What follows belongs to an exercise in optimizing a design on an open flow for small area; a production flow would make more cautious choices.
At most, simulation tests tie the RTL to the original design; equivalence was not proved.
Power figures rest on the tool's default switching activity, not on a simulated workload.

## old
## pcap_multi_capture
module pcap_multi_capture #(
    parameter int NCHAN = 4,
    parameter int DW    = 32,
    parameter int ACC_W = 64
) (
    input  logic                  clk_i,
    input  logic                  reset_i,
    input  logic                  arm_i,
    input  logic                  disarm_i,
    input  logic [1:0]            capture_edge_i,
    input  logic [5:0]            shift_sum_i,
    input  logic [2*NCHAN-1:0]    chan_mode_i,
    input  logic                  enable_i,
    input  logic                  gate_i,
    input  logic                  capture_i,
    input  logic [NCHAN*DW-1:0]   posbus_i,
    output logic [DW-1:0]         dat_o,
    output logic                  dat_valid_o,
    input  logic                  dat_ready_i,
    output logic                  actv_o,
    output logic                  done_o,
    output logic [1:0]            status_o,
    output logic [1:0]            health_o
);
    localparam int            IW       = (NCHAN > 1) ? $clog2(NCHAN) : 1;
    localparam logic [IW-1:0] LAST_IDX = IW'(NCHAN - 1);
    localparam logic [1:0] ST_IDLE  = 2'd0;
    localparam logic [1:0] ST_ARMED = 2'd1;
    localparam logic [1:0] ST_RUN   = 2'd2;
    localparam logic [1:0] ST_DRAIN = 2'd3;
    logic [1:0]    state_q, state_d;
    logic          dat_valid_q, dat_valid_d;
    logic          actv_q, done_q, done_d;
    logic [1:0]    status_q, status_d, health_q, health_d;
    logic          enable_q, capture_q;
    logic [IW-1:0] idx_q;
    logic [1:0]    pend_q;
    logic          zf_q;                        
    logic [NCHAN-1:0][DW-1:0]    prev_q;
    logic [NCHAN-1:0][ACC_W-1:0] acc_q;
    logic [NCHAN-1:0][ACC_W-1:0] res_q;         
    logic [NCHAN-1:0]            res_sum_q;     
    logic [5:0]                  sh_q;          
    logic                    edge_s, run_s, cap_s, accept_s, last_s, frame_free_s, start_s, too_close_s;
    logic                    en_rise_s, en_fall_s, end_req_s;
    logic [1:0]              end_status_s;
    logic [NCHAN-1:0][ACC_W-1:0] sum_s;
    logic [NCHAN-1:0]        ovf_s;
    always_comb begin
        case (capture_edge_i)
            2'd1:    edge_s = ~capture_i & capture_q;
  ...
clock: 10.0 ns
lec_check: 0
cap_margin: 20
core_margin: 2
core_utilization: 40
cts_buf_list: sky130_fd_sc_hd__clkbuf_4 sky130_fd_sc_hd__clkbuf_8
gpl_timing_driven: 0
slew_margin: 40
run.sh (not shown) runs the stock make flow with config.mk's settings and CLKGATE_MAP_FILE= SYNTH_SCRIPT=/design/flow/synth_recipe.tcl, a recipe that flattens the netlist after the stock synthesis.
The final layout from old, which completed every stage, passed the timing, design-rule and antenna checks at the end of the flow.
diff inputs: old => new
Settings: clearing GPL_TIMING_DRIVEN, which used to be 0.
==> comparison <==
new vs old: maximum single-stage delay on the critical path down
Delta (new minus old): final critical-path share of the clock period now smaller; non-clock buffer count now smaller; total of fill cells in the finished design comparable; largest vdd supply drop now smaller; clock network fraction of design power now larger.
Comparing old and new, arrival time at the worst endpoint is lower on new.
Function was not checked in any run of this note: the RTL went through the layout flow alone.


Another version of the RTL of pcap_multi_capture (not shown whole).
For scale: about 3400 cells after synthesis, about 670 flip-flops, about 190 I/O pins.
Settings: LEC_CHECK=0, CAP_MARGIN=10, CORE_MARGIN=2, CORE_UTILIZATION=40, CTS_BUF_LIST=sky130_fd_sc_hd__clkbuf_4 sky130_fd_sc_hd__clkbuf_8, PLACE_DENSITY=0.85, SLEW_MARGIN=10; clock period 10.0 ns.
standard.sh (not shown) runs the stock make flow with config.mk's settings and CLKGATE_MAP_FILE= SYNTH_SCRIPT=/design/flow/synth_recipe.tcl, a recipe that flattens the netlist after the stock synthesis.
==> flow/flow/run.sh <==
#!/bin/bash
set -e
export BUFFER_PORTS_ARGS="-buffer_cell sky130_fd_sc_hd__buf_1"
export CTS_ARGS="-sink_clustering_enable -repair_clock_nets -dont_use_dummy_load -sink_clustering_size 14 -sink_clustering_max_diameter 80 -buf_list {sky130_fd_sc_hd__clkbuf_4 sky130_fd_sc_hd__clkbuf_8}"
bash standard.sh > flow_run.log 2>&1
Rerun with:
==> flow/flow/run.sh (replaced) <==
#!/bin/bash
set -e
export BUFFER_PORTS_ARGS="-buffer_cell sky130_fd_sc_hd__buf_1"
export CTS_ARGS="-sink_clustering_enable -repair_clock_nets -dont_use_dummy_load -buf_list {sky130_fd_sc_hd__clkbuf_4 sky130_fd_sc_hd__clkbuf_8}"
bash standard.sh > flow_run.log 2>&1
- CAP_MARGIN: 10 -> 20
- CORE_UTILIZATION: 40 -> 60
- PLACE_DENSITY: 0.85 -> default
- SLEW_MARGIN: 10 -> 40
First-iteration DRC count decreases by a few percent.
Critical path depth increases by 1.
Clock power increases by well over a third.
Power increases by a few percent.
Design area increases slightly.
Die area decreases by a quarter to a third.
Worst setup slack degrades by 0.049 ns.
Hold slack degrades by 0.016 ns.
Combinational power increases slightly.
Rerun with:
==> flow/run.sh (new file) <==
#!/bin/bash
# synth_recipe.tcl (not shown) runs the flow's synth.tcl, then flattens the netlist and writes it again
# the make line also repeats each setting of config.mk as NAME=value (left out here)
make -C /OpenROAD-flow-scripts/flow DESIGN_CONFIG=/design/flow/config.mk WORK_HOME=/design/flow/orfs CLKGATE_MAP_FILE= SYNTH_SCRIPT=/design/flow/synth_recipe.tcl finish
- CORE_UTILIZATION: 60 -> 40
removed: flow/flow/run.sh
removed: flow/standard.sh
Outcome: The changed run went through all stages and came out clean. Power increases by 7.3%. Count of clock-buffer cells in the layout came out higher by 68. Worst hold slack improved by 0.0063 ns.
Rerun with:
==> flow/flow/run.sh (new file) <==
#!/bin/bash
set -e
export BUFFER_PORTS_ARGS="-buffer_cell sky130_fd_sc_hd__buf_1"
export CTS_ARGS="-sink_clustering_enable -repair_clock_nets -dont_use_dummy_load -sink_clustering_size 14 -sink_clustering_max_diameter 80 -buf_list {sky130_fd_sc_hd__clkbuf_4 sky130_fd_sc_hd__clkbuf_8}"
bash standard.sh > flow_run.log 2>&1
==> flow/standard.sh (new file) <==
#!/bin/bash
# synth_recipe.tcl (not shown) runs the flow's synth.tcl, then flattens the netlist and writes it again
# the make line also repeats each setting of config.mk as NAME=value (left out here)
make -C /OpenROAD-flow-scripts/flow DESIGN_CONFIG=/design/flow/config.mk WORK_HOME=/design/flow/orfs CLKGATE_MAP_FILE= SYNTH_SCRIPT=/design/flow/synth_recipe.tcl "${@:-finish}"
- CAP_MARGIN: 20 -> 10
- SLEW_MARGIN: 40 -> 10
removed: flow/run.sh
Effect:
- The new run finished clean
- clock skew came out higher by 0.050 ns
- routed wire length is about the same
- fmax came out lower by about 0.6%
- total power came out lower by about 11%
- combinational power came out lower by about 5.5%
- setup slack got worse by 0.058 ns
- cell count came out lower by about 4.3%
- utilization came out lower by 4.2 points
- clock-buffer cell count came out lower by 119
- synthesized cell count does not change
- sequential share of layout area came out higher by 3.6 points

==> what the ideal ports hide <==
In the flow no input, the clock included, has a driving cell. The finished layouts below were timed again as built, in two steps. Step 1: set_driving_cell puts a clkbuf_16 on clk_i and a buf_2 on each other input, an assumption about the parent block. Step 2 moves the port delays by t, midway between the first and last clock arrival at a register: inputs arrive t later, outputs are due t later. That takes back most of the time a late clock gives input paths. a / b / c = ideal / step 1 / step 2; a / b = the first two.
run	t, ns	slack for setup (ns)	worst setup path at the end	latest minus earliest clock arrival (ns)
old	0.849	0.371 / 0.371 / 0.311	input to register	0.063 / 0.062
new	0.849	1.883 / 1.910 / 1.061	input to register	0.065 / 0.066
the first run of note 2	0.734	0.293 / 0.326 / -0.408	input to register	0.061 / 0.061
the second run of note 2	0.760	0.243 / 0.281 / -0.478	input to register	0.081 / 0.081
the third run of note 2	0.813	0.377 / 0.411 / -0.402	input to register	0.112 / 0.112
the fourth run of note 2	0.742	0.319 / 0.359 / -0.384	input to register	0.174 / 0.175
Met with ideal ports but missed after step 2: setup timing in the first run of note 2, the second run of note 2, the third run of note 2 and the fourth run of note 2. The setup slack of new, which loses most, moves by +0.027 ns with the drivers and by -0.822 ns with both steps.
